Context: an optimization exercise on an open-source flow, tuned for small area. The choices shown serve that exercise and are no tape-out recipe.
The RTL was checked by simulation tests, not by an equivalence proof against the original design.
Power is estimated from default activity; no workload was simulated.

File: design.v
`timescale 1ns/1ps
`default_nettype none
module segmentDecoder
(
    input  wire [3:0] digit,
    input  wire       blank,
    output logic [6:0] segments
);
    wire a = digit[3], b = digit[2], c = digit[1], d = digit[0];
    always_comb
    begin
        segments[6] = a | c | (b & d) | (!b & !d);
        segments[5] = !b | (c & d) | (!c & !d);
        segments[4] = b | !c | d;
        segments[3] = a | (!b & !d) | (c & !d) | (!b & c) | (b & !c & d);
        segments[2] = (!b & !d) | (c & !d);
        segments[1] = a | (!c & !d) | (b & !c) | (b & !d);
        segments[0] = a | (b & !c) | (!b & c) | (c & !d);
        if (blank)
            segments = 7'b0000000;
    end
endmodule
`default_nettype wire
`timescale 1ns/1ps
`default_nettype none
module miniCalc
(
    input  wire       Clk,
    input  wire       rst,
    input  wire [7:0] switch,
    input  wire       btnPushLow,
    input  wire       btnPushHi,
    input  wire       btnExecute,
    input  wire       btnOutputHi,
    output wire [7:0] led,
    output wire [6:0] disp3,
    output wire [6:0] disp2,
    output wire [6:0] disp1,
    output wire [6:0] disp0
);
    localparam logic [2:0] OpRefresh = 3'b000;
    localparam logic [2:0] OpPushL   = 3'b001;
    localparam logic [2:0] OpPushH   = 3'b010;
    localparam logic [2:0] OpPop     = 3'b011;
    localparam logic [2:0] OpCopy    = 3'b100;
    localparam logic [2:0] OpSwap    = 3'b101;
    localparam logic [2:0] OpAdd     = 3'b000;
    localparam logic [2:0] OpSub     = 3'b001;
    localparam logic [2:0] OpMul     = 3'b010;
    localparam logic [2:0] StIdle = 3'd0;
    localparam logic [2:0] StPend = 3'd1;    
    localparam logic [2:0] StPenA = 3'd6;    
    localparam logic [2:0] StWX   = 3'd2;    
    localparam logic [2:0] StWA1  = 3'd3;    
    localparam logic [2:0] StWA2  = 3'd4;    
    localparam logic [2:0] StWT   = 3'd5;    
    logic [4:0]       q;
    logic [2:0]       stage;
    logic [2:0]       op;
    logic [3:0]       n;
    logic             err;
    logic             prevHi;
    logic [31:0]      W [7];
    logic [31:0]      X;
    logic [31:0]      A;
    logic [15:0]      D;
    wire [3:0] k     = q[3:0];
    wire       h     = q[4];
    wire       kLast = (k == 4'd15);
    wire qLast = (q == 5'd31);
    wire inWX  = (stage == StWX);
    wire inWA1 = (stage == StWA1);
    wire inWA2 = (stage == StWA2);
    wire inWA  = inWA1 | inWA2;
    wire inWT  = (stage == StWT);
    wire isMul   = (op == OpMul);
    wire inv     = (op == OpSub);
    wire press = btnPushLow | btnPushHi | btnExecute;
    wire start = (stage == StIdle) && (press || (btnOutputHi != prevHi));
    logic [2:0] cmdOp;
    logic       cmdArith;
    logic [3:0] cmdN;
    logic       cmdFault;
    logic       cmdClear;
    always_comb
    begin
        cmdOp    = OpRefresh;
        cmdArith = 1'b0;
        cmdN     = n;
        cmdFault = 1'b0;
        cmdClear = 1'b0;
        if (btnPushLow)
        begin
            if (n[3])
                cmdFault = 1'b1;
            else
            begin
                cmdOp = OpPushL;
                cmdN  = n + 4'd1;
            end
        end
        else if (btnPushHi)
        begin
            if (n == 4'd0)
                cmdFault = 1'b1;
            else
                cmdOp = OpPushH;
        end
        else if (btnExecute && btnOutputHi)
        begin
            cmdClear = 1'b1;
            cmdN     = 4'd0;
        end
        else if (btnExecute)
        begin
            case (switch[2:0])
                3'b000, 3'b001, 3'b010:
                begin
                    if (n[3:1] == 3'd0)
                        cmdFault = 1'b1;
                    else
                    begin
                        cmdArith = 1'b1;
                        cmdOp    = (switch[1:0] == 2'b00) ? OpAdd :
                                   (switch[1:0] == 2'b01) ? OpSub : OpMul;
                    end
                end
                3'b111:
                begin
                    if (n[3:1] == 3'd0)
                        cmdFault = 1'b1;
                    else
                        cmdOp = OpSwap;
                end
                3'b101:
                begin
                    if (n == 4'd0)
                        cmdFault = 1'b1;
                    else
                    begin
                        cmdOp = OpPop;
                    end
                end
                3'b110:
                begin
                    if (n == 4'd0 || n[3])
                        cmdFault = 1'b1;
                    else
                    begin
                        cmdOp = OpCopy;
                        cmdN  = n + 4'd1;
                    end
                end
                default: ;
            endcase
        end
    end
    always_ff @(posedge Clk)
    begin
        prevHi <= btnOutputHi;
        if (start)
            op <= cmdOp;
        if (rst)
        begin
            q     <= 5'd0;
            stage <= StIdle;
            n     <= 4'd0;
            err   <= 1'b0;
        end
        else
        begin
            q <= q + 5'd1;
            case (stage)
                StIdle:
                    if (start)
                        stage <= cmdArith ? (kLast ? StWA1 : StPenA) : (qLast ? StWX : StPend);
                StPend: if (qLast) stage <= StWX;
                StPenA: if (kLast) stage <= StWA1;
                StWX:  if (qLast) stage <= StIdle;
                StWA1: if (kLast) stage <= StWA2;
                StWA2: if (kLast) stage <= StWT;
                StWT:  if (kLast) stage <= StIdle;
                default: stage <= StIdle;
            endcase
            if (start)
                n <= cmdN;
            else if ((inWX & qLast & (op == OpPop)) | (inWA2 & kLast))
                n <= n - 4'd1;
            if (start)
            begin
                err <= cmdClear ? 1'b0 : (err | cmdFault);
            end
        end
    end
    wire wrRing = inWX && (op == OpPushL || op == OpCopy || op == OpSwap);
    logic [6:0] sel;
    logic [6:0] tapA;
    logic [6:0] tapB;
    for (genvar i = 0; i < 7; i++)
    begin : g_ring
        assign sel[i]  = (n == 4'(i + 2));
        assign tapA[i] = W[i][31];
        assign tapB[i] = W[i][15];
        always_ff @(posedge Clk)
            W[i] <= {W[i][30:0], (wrRing && sel[i]) ? X[31] : W[i][31]};
    end
    wire sA = |(sel & tapA);
    wire sB = |(sel & tapB);
    wire s  = (inWA1 ^ h) ? sA : sB;
    wire top8 = q[4] & q[3];
    logic in0;
    always_comb
    begin
        case (op)
            OpPop, OpSwap: in0 = sA;
            OpPushL:       in0 = top8 & A[7];
            OpPushH:       in0 = top8 ? A[7] : X[23];
            default:       in0 = X[31];
        endcase
    end
    wire resHi = A[31] ^ inv;
    wire resLo = A[15] ^ inv;
    always_ff @(posedge Clk)
    begin
        if (inWX | inWT)
            X <= {X[30:16], inWT ? resHi : X[15], X[14:0], inWT ? resLo : in0};
    end
    wire c0    = inWA & !isMul & (s ^ inv);
    wire e1    = inWA & (isMul ? s : (inWA2 & kLast));
    wire [31:0] addA = {A[30:0], c0};
    wire [31:0] addB = X & {32{e1}};
    logic [31:0] sum;
    logic [32:0] cy;
    always_comb
    begin
        cy[0] = 1'b0;
        for (int i = 0; i < 32; i++)
        begin
            sum[i]   = addA[i] ^ addB[i] ^ cy[i];
            cy[i+1]  = (addA[i] & addB[i]) | (cy[i] & (addA[i] ^ addB[i]));
        end
    end
    wire aLoad = start & (btnPushLow | btnPushHi);
    wire aEn   = inWA | inWT | (inWX & top8 & (op == OpPushL || op == OpPushH));
    always_ff @(posedge Clk)
    begin
        A[31:8] <= sum[31:8];
        if (aLoad)
            A[7:0] <= switch;
        else if (aEn)
            A[7:0] <= sum[7:0];
    end
    wire dispWin = (inWX & (h ^ btnOutputHi)) | inWT;
    wire dBit    = inWT ? (btnOutputHi ? resHi : resLo) : in0;
    function automatic logic [3:0] add3(input logic [3:0] d);
        add3[3] = d[3] | (d[2] & d[0]) | (d[2] & d[1]);
        add3[2] = (d[3] & d[0]) | (d[2] & !d[1] & !d[0]);
        add3[1] = (d[3] & !d[0]) | (!d[2] & d[1]) | (d[1] & d[0]);
        add3[0] = (d[3] & !d[0]) | (!d[3] & !d[2] & d[0]) | (d[2] & d[1] & !d[0]);
    endfunction
    logic [15:0] dNext;
    always_comb
    begin
        logic [15:0] t;
        t = (k == 4'd0) ? 16'd0 : D;
        for (int d = 0; d < 4; d++)
            t[4*d +: 4] = add3(t[4*d +: 4]);
        dNext = {t[14:0], dBit};
    end
    always_ff @(posedge Clk)
    begin
        if (dispWin)
            D <= dNext;
    end
    wire blank = (n == 4'd0);
    assign led = {err, 3'b000, n};
    segmentDecoder u_seg3 (.digit(D[15:12]), .blank(blank), .segments(disp3));
    segmentDecoder u_seg2 (.digit(D[11:8]),  .blank(blank), .segments(disp2));
    segmentDecoder u_seg1 (.digit(D[7:4]),   .blank(blank), .segments(disp1));
    segmentDecoder u_seg0 (.digit(D[3:0]),   .blank(blank), .segments(disp0));
endmodule
`default_nettype wire
File: flow/run.sh
#!/bin/bash
# Own layout flow: the standard ORFS flow with an area-oriented
# combinational mapping in synthesis (my_synth.tcl; area.abc: ABC deepsyn
# resynthesis, then area mapping) and the
# smallest buffer on the ports. Each tool's output goes to a log file here.
set -euo pipefail
W=$(pwd)
F=$W/flow
ORFS=(-C "$FLOW_HOME" DESIGN_CONFIG="$FLOW_CONFIG" WORK_HOME="$W/orfs" CLKGATE_MAP_FILE= SYNTH_SCRIPT="$F/my_synth.tcl")

MY_ABC_SCRIPT="$F/area.abc" make "${ORFS[@]}" synth > "$W/synth.log" 2>&1
make "${ORFS[@]}" BUFFER_PORTS_ARGS="-buffer_cell sky130_fd_sc_hd__buf_1" CTS_ARGS="-sink_clustering_enable -repair_clock_nets -sink_clustering_size 10 -sink_clustering_max_diameter 40 -buf_list sky130_fd_sc_hd__clkbuf_4 -dont_use_dummy_load" finish > "$W/layout.log" 2>&1

R="$W/orfs/results/$FLOW_PLATFORM/miniCalc/base"
: # left out here: write the final layout as DEF
File: flow/area.abc
strash
&get -n
&deepsyn -J 2000 -T 300
&put
dch -f
amap
File: flow/my_synth.tcl
# The standard flow's synthesis script (ORFS synth.tcl, then flattened and renamed as the
# standard synthesis does), with two changes to the combinational mapping only:
# extract_fa looks for full adders alone (its half adders end up as plain AND
# gates), and abc runs area.abc, an area-oriented mapping, instead of ORFS's
# script. Registers are mapped exactly as in the standard synthesis.
proc synth {args} { yosys synth -nofsm -noshare {*}$args }
proc extract_fa {args} { yosys extract_fa -fa }
proc abc {args} {
  set i [lsearch -exact $args -script]
  if { $i >= 0 } { lset args [expr { $i + 1 }] $::env(MY_ABC_SCRIPT) }
  yosys abc {*}$args
}
source $::env(SCRIPTS_DIR)/synth.tcl
# left out here: clear keep_hierarchy, flatten, clean up, hide names made inside functions, write 1_2_yosys.v
File: standard.sh
#!/bin/bash
# synth_recipe.tcl (not shown) runs the flow's synth.tcl, then flattens the netlist and writes it again
# the make line also repeats each setting of config.mk as NAME=value (left out here)
make -C /OpenROAD-flow-scripts/flow DESIGN_CONFIG=/design/flow/config.mk WORK_HOME=/design/flow/orfs CLKGATE_MAP_FILE= SYNTH_SCRIPT=/design/flow/synth_recipe.tcl "${@:-finish}"
File: config.mk
export PLATFORM = sky130hd
export DESIGN_NAME = miniCalc
export DESIGN_NICKNAME = miniCalc
export VERILOG_FILES = /design/flow/design.v
export SDC_FILE = /design/flow/constraint.sdc
export NUM_CORES = 4
export LEC_CHECK = 0
export CAP_MARGIN = 20
export CORE_MARGIN = 2
export CORE_UTILIZATION = 75
export PLACE_DENSITY = 0.85
export SLEW_MARGIN = 20
File: constraint.sdc
create_clock -name core_clock -period 24.0 [get_ports {Clk}]
set_input_delay 4.8000 -clock core_clock [delete_from_list [all_inputs] [get_ports {Clk}]]
set_output_delay 4.8000 -clock core_clock [all_outputs]
set_load 0.01 [all_outputs]
==> summary.txt, run 1 <==
Status -> finished clean
Die Ht -> 116 um
Synth Instances -> 718
Vias -> 5434
RSZ-0062 raised after global routing -> false
Synth area leaders -> dfxtp_1 56%, edfxtp_1 19%, fa_1 6.4%
Crit-path most repeated cell -> fa_1
Clk_skew -> 0.0640 ns
Syn Area/Cell -> 13.1 um^2
Commonest non-fill, non-tap cell in the layout -> dfxtp_1
Grt ovf -> 0
Fin nets -> 849
EDFF count, synth -> 59
Final Hold Vio Count -> 0
Yosys Warn Count -> 3
Most used DFF post-synth -> dfxtp_1
Fmax -> 69.5 MHz
Leak -> 3.82 nW
Antenna violations before repair -> 1
Area grow syn2layout -> 7.40%
DR WL/cell -> 18.1 um
Worst r2r path cells -> 46
Io pins -> 50
Initial core utilization -> 77.6%
Fin area -> 10100 um^2
TritonCTS Buffers -> 39
Crit start category -> register
Max-cap violations -> 0
Seq/Total Area, Yosys -> 74.6%
Die width -> 116 um
Post-CTS Setup Bufs -> 0
Post-synthesis register bit count -> 321
Final TNS setup -> 0 ns
Most frequent cells in the layout -> 262 x dfxtp_1, 104 x nor2_1, 60 x clkinv_1, 59 x edfxtp_1, 46 x buf_1
Final worst slack -> 9.60 ns
Crit path launch -> n[2]
Crit path required time -> 24.56 ns
Pin count of the biggest net entering global routing -> 34
Final Max Tran Viols -> 0
Async SR Flop Fraction -> 0%
Cell Area, Synth -> 9400 um^2
Finish-stage setup viols -> 0
Root Driver -> clkbuf_4
Fill count -> 606
Max-slew headroom -> 34.3%
Area leader, netlist -> dfxtp_1
Share of the synthesized area in the top cell type -> 55.8%
Worst endpoint data arrival time -> 14.96 ns
Cell Pwr Density -> 85.9 nW/um^2
Critical R2R Capture -> A[31]
Die area -> 13400 um^2
Worst setup path end -> A[31]
CP max stage cell -> dfxtp_1
Final Critical Period -> 14.40 ns
Clock Latency Late Sink -> 0.63 ns
Clk slew on worst S/H paths -> 0.10 ns
Flop2flop setup slack -> 9.60 ns
Dpl hpwl -> 11600 um
Placed Instance Area -> 9800 um^2
Initial DRC count -> 542
Vias per cell -> 5.59
Layout cell share with drive strength beyond 1 -> 5.60%
Clock sink total -> 321
Routed wire length -> 17600 um
Pre-CTS WS -> 9.89 ns
Setup Crit Path Kind -> reg2reg
CTS tree -> built
Peak supply drop -> 70.6 uV
Cts hold-fix bufs -> 0
Rows -> 40
Crit Reg-Reg Startpoint -> n[2]
Critical Path Sink Type -> register
Worst path max stage delay -> 0.45 ns
Global-route wire length before repair -> 29000 um
Worst Tran Pin Value -> 0.983 ns
Routed Antenna Nets -> 0
RD Place Congestion -> 0.979
1st-pass router iterations -> 6
Area of the core -> 12100 um^2
H-tree depth -> 2
Unique masters post-synth -> 36
Period utilization -> 60.0%
Resized Gates After CTS -> 0
Clock Tree Buf Depth -> 3
Remaining DRCs -> 0
Hold/Removal Path Class -> reg2reg
GRT Total Usage -> 28.8%
Max FO, Critical Path -> 33
I/O Buffers -> 46
Number of global-route vias before repair -> 5600
[cell type report]
cell class	count	area, um^2	share of cell area [%]
inverters	61	229	2.27
well taps	168	210	2.08
flip-flops and latches	321	7020	69.5
repair buffers	48	188	1.86
clock buffers	39	293	2.90
diodes	1	2.50	0.0248
multi-input cells	334	2160	21.4
[state kept, by name, indices dropped and copies added (netlist names)]
name and flops:
D 16, op 3, W 224, q 5
err 1, prevHi 1, A 32, stage 3
n 4, X 32
[critical path, delay by kind of cell (launching register included)]
family,cells,cell delay (ns)
compound gates,6,1.21
fa+ha+maj,30,11.29
buf+inv,5,0.76
flops,1,0.45
simple gates,5,0.66
[how the worst min path moves through the flow]
stage | from | end | slack [ns] | cells after the start
2_1_floorplan | W[0][9] | W[0][10] | 0.31 | 0
3_3_place_gp | W[0][14] | W[0][15] | 0.31 | 0
3_5_place_dp | W[0][7] | W[0][8] | 0.31 | 0
4_1_cts | W[1][7] | W[1][8] | 0.29 | 0
5_1_grt | W[1][7] | W[1][8] | 0.30 | 0
6_report | W[1][7] | W[1][8] | 0.30 | 0
[per-stage QoR]
stage          power [W]  utilization (%)  hold WS [ns]  cells
2_1_floorplan   0.000623                -         0.310    720
3_3_place_gp    0.000644             80.9         0.311    932
3_5_place_dp    0.000649             80.9         0.312    932
4_1_cts         0.000873             83.3         0.294    971
5_1_grt         0.000903             83.4         0.304    972
6_report        0.000868             83.4         0.295    972
[cells by family (layout without fill, tap and decap cells)]
logic type / Yosys count / in the layout / share of synthesized area (%)
DFF: 321 / 321 / 74.6
AOI/OAI and AO/OA: 103 / 103 / 6.91
adders and majority gates: 30 / 30 / 6.39
buffers and inverters: 65 / 148 / 2.75
and+or+nand+nor: 198 / 198 / 9.28
other: 1 / 4 / 0.0399
[per-layer routing]
metal  share of wire, %  track usage (%)
met1                 40             36.8
met5                  0                0
met4                3.4             9.92
met3                6.9             7.06
met2                 50             48.9
[cells in the mapped netlist, types with 2 or more instances]
cell	instances
nor2_1	104
o211ai_1	3
buf_4	4
o22ai_1	10
o31ai_1	3
o21ai_0	18
dfxtp_1	262
o21a_1	2
a21oi_1	31
nor3_1	22
clkinv_1	61
a31oi_1	10
nor4_1	3
nand3_1	3
a222oi_1	2
a211oi_1	7
o22a_1	7
nor2b_1	28
edfxtp_1	59
o32ai_1	2
fa_1	30
nand2_1	31
nand2b_1	3
[power by group]
part           switching [W]  internal, W
Sequential        0.00000995     0.000561
Clock               0.000154    0.0000754
Combinational      0.0000454    0.0000219
Total               0.000209     0.000658
==> run 2, diff against run 1 <==
==> flow/run.sh (replaced) <==
#!/bin/bash
# Own layout flow: the standard ORFS flow with an area-oriented
# combinational mapping in synthesis (my_synth.tcl; area.abc: ABC deepsyn
# resynthesis, then area mapping) and the
# smallest buffer on the ports. Each tool's output goes to a log file here.
set -euo pipefail
W=$(pwd)
F=$W/flow
ORFS=(-C "$FLOW_HOME" DESIGN_CONFIG="$FLOW_CONFIG" WORK_HOME="$W/orfs" CLKGATE_MAP_FILE= SYNTH_SCRIPT="$F/my_synth.tcl")

MY_ABC_SCRIPT="$F/area.abc" make "${ORFS[@]}" synth > "$W/synth.log" 2>&1
make "${ORFS[@]}" BUFFER_PORTS_ARGS="-buffer_cell sky130_fd_sc_hd__buf_1" CTS_ARGS="-sink_clustering_enable -repair_clock_nets -sink_clustering_size 9 -sink_clustering_max_diameter 40 -buf_list sky130_fd_sc_hd__clkbuf_4 -dont_use_dummy_load" finish > "$W/layout.log" 2>&1

R="$W/orfs/results/$FLOW_PLATFORM/miniCalc/base"
: # left out here: write the final layout as DEF
==> run 2 against run 1 <==
Critical endpoint unchanged; critical path type unchanged; fmax fell by 0.52%; first-iteration DRC count down 13%; cell count increased by 0.21%; synthesized cell count unchanged; worst hold slack lost 0.011 ns; flip-flop and latch count did not move; largest power group unchanged; still clean; synthesized area unchanged.
==> summary.txt, run 2 <==
DR WL/cell -> 17.0 um
Synth area leaders -> dfxtp_1 56%, edfxtp_1 19%, fa_1 6.4%
Initial DRC count -> 470
I/O Buffers -> 46
Clock sink total -> 321
Most used DFF post-synth -> dfxtp_1
Cell Pwr Density -> 85.8 nW/um^2
Critical R2R Capture -> A[31]
Most frequent cells in the layout -> 262 x dfxtp_1, 104 x nor2_1, 60 x clkinv_1, 59 x edfxtp_1, 46 x buf_1
Area grow syn2layout -> 7.61%
Setup Crit Path Kind -> reg2reg
Synth cell count leaders -> 262 x dfxtp_1, 104 x nor2_1, 61 x clkinv_1
Crit path required time -> 24.49 ns
Remaining DRCs -> 0
Finish-stage setup viols -> 0
Clk_skew -> 0.104 ns
Switching Fraction -> 23.6%
CTS tree -> built
Leak -> 3.84 nW
Global-route wire length before repair -> 27200 um
Cts hold-fix bufs -> 0
Max FO, Critical Path -> 33
Final Max Tran Viols -> 0
Crit Reg-Reg Startpoint -> n[2]
Comb power frac -> 7.7%
Period utilization -> 60.3%
Hold/Removal Path Class -> reg2reg
Peak supply drop -> 66.7 uV
Yosys Warn Count -> 3
1st-pass router iterations -> 6
Number of global-route vias before repair -> 5436
Pint -> 0.000664 W
Critical Path Sink Type -> register
GRT Total Usage -> 26.9%
Io pins -> 50
Clock Tree Buf Depth -> 3
Fmax -> 69.1 MHz
Final TNS setup -> 0 ns
Die width -> 116 um
Final Critical Period -> 14.47 ns
Crit path launch -> n[2]
Antenna violations before repair -> 0
Clk slew on worst S/H paths -> 0.10 ns
Worst r2r path cells -> 47
Clock share of power -> 26.6%
Reg area -> 7020 um^2
Fin area -> 10100 um^2
Vias per cell -> 5.56
Fin nets -> 852
Die area -> 13400 um^2
Root Driver -> clkbuf_4
CP max stage cell -> dfxtp_1
Initial core utilization -> 77.6%
Cell Area, Synth -> 9400 um^2
Dpl hpwl -> 11600 um
Post-CTS Setup Bufs -> 0
Commonest non-fill, non-tap cell in the layout -> dfxtp_1
Seq/Total Area, Yosys -> 74.6%
Multi-input logic area -> 2160 um^2
Area leader, netlist -> dfxtp_1
Worst setup path end -> A[31]
Synth Instances -> 718
Final Hold Vio Count -> 0
Area of the core -> 12100 um^2
EDFF count, synth -> 59
TritonCTS Buffers -> 42
Largest reg by FF count -> W
Routed Antenna Nets -> 0
H-tree depth -> 2
Crit-path most repeated cell -> fa_1
Die Ht -> 116 um
Rows -> 40
Placed Instance Area -> 9800 um^2
Async SR Flop Fraction -> 0%
Clock Latency Late Sink -> 0.65 ns
Ant. Diodes -> 0
Largest register FFs -> 224
Flop2flop setup slack -> 9.53 ns
Worst endpoint data arrival time -> 14.96 ns
Worst Tran Pin Value -> 0.968 ns
Most frequent cell after synthesis -> dfxtp_1
Grt ovf -> 0
Max-cap violations -> 0
Flop pwr share -> 65.7%
Max-slew headroom -> 35.2%
Switching power -> 0.000205 W
Layout cell share with drive strength beyond 1 -> 5.96%
Worst path max stage delay -> 0.45 ns
Fill count -> 618
RSZ-0062 raised after global routing -> false
Share of the synthesized area in the top cell type -> 55.8%
Routed wire length -> 16600 um
Vias -> 5413
Crit start category -> register
Unique masters post-synth -> 36
Post-synthesis register bit count -> 321
Pin count of the biggest net entering global routing -> 34
RD Place Congestion -> 0.979
Top Registers -> W x224, A x32, X x32
Resized Gates After CTS -> 0
Syn Area/Cell -> 13.1 um^2
Status -> finished clean
-- run 2: how the worst min path moves through the flow --
stage | from | cells past startpoint | to | slack [ns]
global route | W[2][18] | 0 | W[2][19] | 0.28
floorplan | W[0][9] | 0 | W[0][10] | 0.31
detailed placement | W[0][7] | 0 | W[0][8] | 0.31
global placement | W[0][14] | 0 | W[0][15] | 0.31
finish | W[2][18] | 0 | W[2][19] | 0.28
CTS | W[2][18] | 0 | W[2][19] | 0.29
-- run 2: cells by family (layout without fill, tap and decap cells) --
group                    Yosys count  count (layout)  synth area share (%)
other                              1               3                0.0399
AND/OR/NAND/NOR                  198             198                  9.28
adder cells (fa/ha/maj)           30              30                  6.39
flip-flops                       321             321                  74.6
buffers and inverters             65             151                  2.75
AO/OA/AOI/OAI                    103             103                  6.91
-- run 2: critical path: cells and delay by family (launching register included) --
| kind | cells | cell delay, ns |
|---|---|---|
| simple gates | 6 | 0.82 |
| fa+ha+maj | 30 | 11.27 |
| compound gates | 6 | 1.06 |
| buf+inv | 5 | 0.75 |
| flops | 1 | 0.45 |
-- run 2: cell type report --
cell class,count,area share (%)
Clock buffer,42,3.12
Multi-Input combinational cell,334,21.3
Inverter,61,2.26
Tap cell,168,2.08
Sequential cell,321,69.4
Timing Repair Buffer,48,1.86
-- run 2: metrics by stage --
step	hold slack (ns)	power, W	setup slack, ns	std cells	util (%)
after global placement	0.311	0.000644	10.28	932	80.9
after detailed placement	0.312	0.000649	9.89	932	80.9
final	0.284	0.000868	9.53	974	83.5
after CTS	0.286	0.000874	9.67	974	83.5
after floorplan	0.310	0.000623	9.79	720	-
after global routing	0.275	0.000905	8.79	974	83.5
-- run 2: routing by layer --
layer  vias up  global-route usage, %  wire length, um
li1       2557                      -                -
met4         0                   11.2              524
met3        53                   5.70             1060
met2       269                   44.0             8000
met1      2534                   35.5             6990
met5         -                      0                0
-- run 2: power groups by stage --
stage	sequential, W	clock (W)	combinational (W)
6_report	0.000571	0.000231	0.0000667
5_1_grt	0.000573	0.000259	0.0000740
4_1_cts	0.000571	0.000237	0.0000656
3_5_place_dp	0.000583	0	0.0000654
3_3_place_gp	0.000582	0	0.0000616
2_1_floorplan	0.000580	0	0.0000422

what the ideal ports hide:
Ports are ideal in the flow. The routed layouts listed here were re-timed in OpenROAD.
Step 1 assumes that a clkbuf_16 drives the clock port and a buf_2 every other input.
Step 2, shift: input delay + t, output delay - t, t = (earliest + latest rising clock arrival at the registers) / 2. This alone moves slack from input paths to output paths.
a / b / c = no drivers / after step 1 / after step 2; a / b = the first two.
| run | t, ns | setup slack, ns | worst hold slack (ns) | worst setup path after step 2 | pins driven straight from the clock port |
|---|---|---|---|---|---|
| run 1 | 0.637 | 9.605 / 9.605 / 9.605 | 0.295 / 0.295 / 0.295 | register to register | 1 |
| run 2 | 0.635 | 9.529 / 9.529 / 9.529 | 0.284 / 0.284 / 0.284 | register to register | 1 |
After both steps setup and hold are still met in every run listed.
